This design comes from an exercise in tuning for small area and a short achievable clock period on the open sky130 flow, not from production work.
In this exercise RTL edits were held to simulation tests only and were not proved equivalent to the original.

==> build 12 <==
==> flow/design.v (excerpt) <==
module instr_fetch_unit #(
  parameter int Instruction_Width = 32,
  parameter int Mem_Depth         = 64,
  parameter int Addr_Width        = $clog2(Mem_Depth)
) (
  input  logic                         CLK,
  input  logic                         RST,
  input  logic                         Start,
  input  logic                         Load_En,
  input  logic [Addr_Width-1:0]        Load_Addr,
  input  logic [Instruction_Width-1:0] Load_Data,
  input  logic                         JMP,
  input  logic                         PCSrc,
  output logic [Instruction_Width-1:0] Instruction,
  output logic [Instruction_Width-1:0] PC,
  output logic [Instruction_Width-1:0] PC_Plus4,
  output logic                         Running,
  output logic                         Halted,
  output logic [Instruction_Width-1:0] Instr_Count
);
Settings: LEC_CHECK=0, CAP_MARGIN=20, CORE_MARGIN=2, CORE_UTILIZATION=60, CTS_CLUSTER_DIAMETER=60, CTS_CLUSTER_SIZE=20, PLACE_DENSITY_LB_ADDON=0.2, SETUP_SLACK_MARGIN=3.8, SLEW_MARGIN=20, SYNTH_HIERARCHICAL=1, TNS_END_PERCENT=0; clock period 6.5 ns.
run.sh (not shown) runs the stock make flow with config.mk's settings and CLKGATE_MAP_FILE= SYNTH_SCRIPT=/design/flow/synth_recipe.tcl, a recipe that flattens the netlist after the stock synthesis.
==> trial 82: changes against build 12 <==
--- a/flow/design.v
+++ b/flow/design.v
@@ -71,17 +71,16 @@
   output logic [Instruction_Width-1:0] PC_Plus4,
   output logic                         Running,
   output logic                         Halted,
   output logic [Instruction_Width-1:0] Instr_Count
 );
   localparam int W = Instruction_Width;
   logic [W-1:0] mem [Mem_Depth];
   logic run_q, rr_q, rp_q, halt_q, idle_q;
-  logic [3:0] ri_q;
   logic [W-1:2] pc, pcp4;
   logic [W-1:0] cnt;
   logic [W-1:0] ir;
   logic [16:0] bs, bs4;
   logic [6:0]  p7, p7i;
   assign p7  = pcp4[8:2];
   assign p7i = p7 + 7'd1;
   assign bs  = {10'd0, p7} + {ir[15], ir[15:0]};
@@ -151,27 +150,25 @@
         .y(grp[h])
       );
     end
     ifu_rdout u_out (.g(grp), .h(hsel_s[k/8]), .y(ir_d[k]));
   end
   always_ff @(posedge CLK) begin
     if (RST) begin
       run_q  <= 1'b0;
-      ri_q   <= '0;
       rr_q   <= 1'b0;
       rp_q   <= 1'b0;
       halt_q <= 1'b0;
       idle_q <= 1'b1;
       pc     <= '0;
       pcp4   <= 30'd1;
       cnt    <= '0;
     end else begin
       run_q  <= run_q ? !halt_cond : Start;
-      for (int q = 0; q < 4; q++) ri_q[q] <= ri_q[q] ? !halt_cond : Start;
       rr_q   <= rr_q ? !halt_cond : Start;
       rp_q   <= rp_q ? !halt_cond : Start;
       halt_q <= rp_q ? halt_cond : (halt_q && !Start);
       idle_q <= idle_q && !Start;
       if (rp_q) begin
         if (cnt != '1) cnt <= cnt + 32'd1;
         pc   <= JMP ? jt  : PCSrc ? bt  : pcp4;
         pcp4 <= JMP ? jt4 : PCSrc ? bt4 : pc8;
@@ -190,17 +187,15 @@
     for (int i = 0; i < 8; i++) begin
       wh[i] = (Load_Addr[5:3] == i);
       wl[i] = (Load_Addr[2:0] == i) && wen;
     end
   always_ff @(posedge CLK) begin
     for (int w = 0; w < Mem_Depth; w++)
       if (wh[w/8] && wl[w%8]) mem[w] <= Load_Data;
   end
-  for (genvar q = 0; q < 4; q++) begin : g_ins
-    assign Instruction[8*q +: 8] = ir[8*q +: 8] & {8{ri_q[q]}};
-  end
+  assign Instruction = ir & {W{run_q}};
   assign PC          = {pc, 2'b00};
   assign PC_Plus4    = {pcp4, 2'b00};
   assign Running     = run_q;
   assign Halted      = halt_q;
   assign Instr_Count = cnt;
 endmodule
==> build 38: changes against build 12 <==
--- a/flow/design.v
+++ b/flow/design.v
@@ -71,17 +71,16 @@
   output logic [Instruction_Width-1:0] PC_Plus4,
   output logic                         Running,
   output logic                         Halted,
   output logic [Instruction_Width-1:0] Instr_Count
 );
   localparam int W = Instruction_Width;
   logic [W-1:0] mem [Mem_Depth];
   logic run_q, rr_q, rp_q, halt_q, idle_q;
-  logic [3:0] ri_q;
   logic [W-1:2] pc, pcp4;
   logic [W-1:0] cnt;
   logic [W-1:0] ir;
   logic [16:0] bs, bs4;
   logic [6:0]  p7, p7i;
   assign p7  = pcp4[8:2];
   assign p7i = p7 + 7'd1;
   assign bs  = {10'd0, p7} + {ir[15], ir[15:0]};
@@ -151,27 +150,25 @@
         .y(grp[h])
       );
     end
     ifu_rdout u_out (.g(grp), .h(hsel_s[k/8]), .y(ir_d[k]));
   end
   always_ff @(posedge CLK) begin
     if (RST) begin
       run_q  <= 1'b0;
-      ri_q   <= '0;
       rr_q   <= 1'b0;
       rp_q   <= 1'b0;
       halt_q <= 1'b0;
       idle_q <= 1'b1;
       pc     <= '0;
       pcp4   <= 30'd1;
       cnt    <= '0;
     end else begin
       run_q  <= run_q ? !halt_cond : Start;
-      for (int q = 0; q < 4; q++) ri_q[q] <= ri_q[q] ? !halt_cond : Start;
       rr_q   <= rr_q ? !halt_cond : Start;
       rp_q   <= rp_q ? !halt_cond : Start;
       halt_q <= rp_q ? halt_cond : (halt_q && !Start);
       idle_q <= idle_q && !Start;
       if (rp_q) begin
         if (cnt != '1) cnt <= cnt + 32'd1;
         pc   <= JMP ? jt  : PCSrc ? bt  : pcp4;
         pcp4 <= JMP ? jt4 : PCSrc ? bt4 : pc8;
@@ -190,17 +187,15 @@
     for (int i = 0; i < 8; i++) begin
       wh[i] = (Load_Addr[5:3] == i);
       wl[i] = (Load_Addr[2:0] == i) && wen;
     end
   always_ff @(posedge CLK) begin
     for (int w = 0; w < Mem_Depth; w++)
       if (wh[w/8] && wl[w%8]) mem[w] <= Load_Data;
   end
-  for (genvar q = 0; q < 4; q++) begin : g_ins
-    assign Instruction[8*q +: 8] = ir[8*q +: 8] & {8{ri_q[q]}};
-  end
+  assign Instruction = ir & {W{run_q}};
   assign PC          = {pc, 2'b00};
   assign PC_Plus4    = {pcp4, 2'b00};
   assign Running     = run_q;
   assign Halted      = halt_q;
   assign Instr_Count = cnt;
 endmodule
PLACE_DENSITY_LB_ADDON = default   (was 0.2)
==> results.json <==
{
  "status": "complete, no violations",
  "synthesis.area_um2": 82500,
  "diodes": 1,
  "cts_resized": 384,
  "synth-simple-area-share_pct": 6.07,
  "rrSetupSlack_ps": 3250,
  "powerSeq_mw": 15.6,
  "critPathTopFamily": "simple AND/OR/NAND/NOR gates",
  "antenna_found_initial": 6,
  "clock_skew_ps": 34.1,
  "crit_buf_inv": 2
}
The numbers above come from build 38.

==> results.json <==
{
  "critPathTopFamily": "compound AO/OA/AOI/OAI gates",
  "rsz0062_at_grt": "yes",
  "rrSetupSlack_ps": 3190,
  "ctsHoldBuffers": 0,
  "synth-simple-area-share_pct": 5.73,
  "status": "complete, no violations",
  "final_antenna_net_count": 0,
  "synthesis.area_um2": 82500,
  "antenna_found_initial": 9,
  "powerSeq_mw": 15.5,
  "clock_skew_ps": 34.1,
  "diodes": 5,
  "clk_latency_ps": 820,
  "p_clk_mw": 9.32
}
The numbers above come from build 12.

==> results.json <==
{
  "crit_buf_inv": 3,
  "final-setup-viol-count": 0,
  "rrSetupSlack_ps": 3250,
  "use_met2_pct": 56.3,
  "synth-simple-area-share_pct": 6.07,
  "bufAreaShareNonClock_pct": 5.67,
  "antenna_found_initial": 14,
  "syn_inst": 4856,
  "p_leak_nw": 30.8,
  "critPathTopFamily": "compound AO/OA/AOI/OAI gates",
  "powerSeq_mw": 15.5,
  "cts_resized": 467,
  "io_pins": 174,
  "synthesis.area_um2": 82500,
  "start_util_pct": 60.3,
  "clock_skew_ps": 41.5,
  "status": "complete, no violations"
}
The numbers above come from trial 82.

-- re-timing with driven ports --
The results above use ideal ports. As a check the final layouts listed here were re-extracted and re-timed, cells and wires unchanged. Step 1 (the two cells are an assumption about what drives the block):
set clk [get_ports {CLK}]
set_driving_cell -lib_cell sky130_fd_sc_hd__clkbuf_16 $clk
set_driving_cell -lib_cell sky130_fd_sc_hd__buf_2 [delete_from_list [all_inputs] $clk]
Step 2 times the ports against the registers' clock, not the clock port: input delays grow and output delays shrink by t, the midpoint of the rising clock arrivals with the driver on. a / b / c = no drivers / after step 1 / after step 2; a / b = the first two.
run	shift t [ns]	slack for setup (ns)	slew at the worst register clock pin (ns)	worst slew at a driven data input, ns
build 12	0.891	3.188 / 3.188 / 2.308	0.09 / 0.09	0.24
trial 82	0.899	3.250 / 3.250 / 2.432	0.09 / 0.09	0.05
build 38	0.873	3.243 / 3.216 / 2.398	0.08 / 0.08	0.11
After both steps every run listed still meets setup and hold. The setup slack of build 12, which loses most, moves by 0.000 ns with the drivers and by -0.880 ns with both steps.
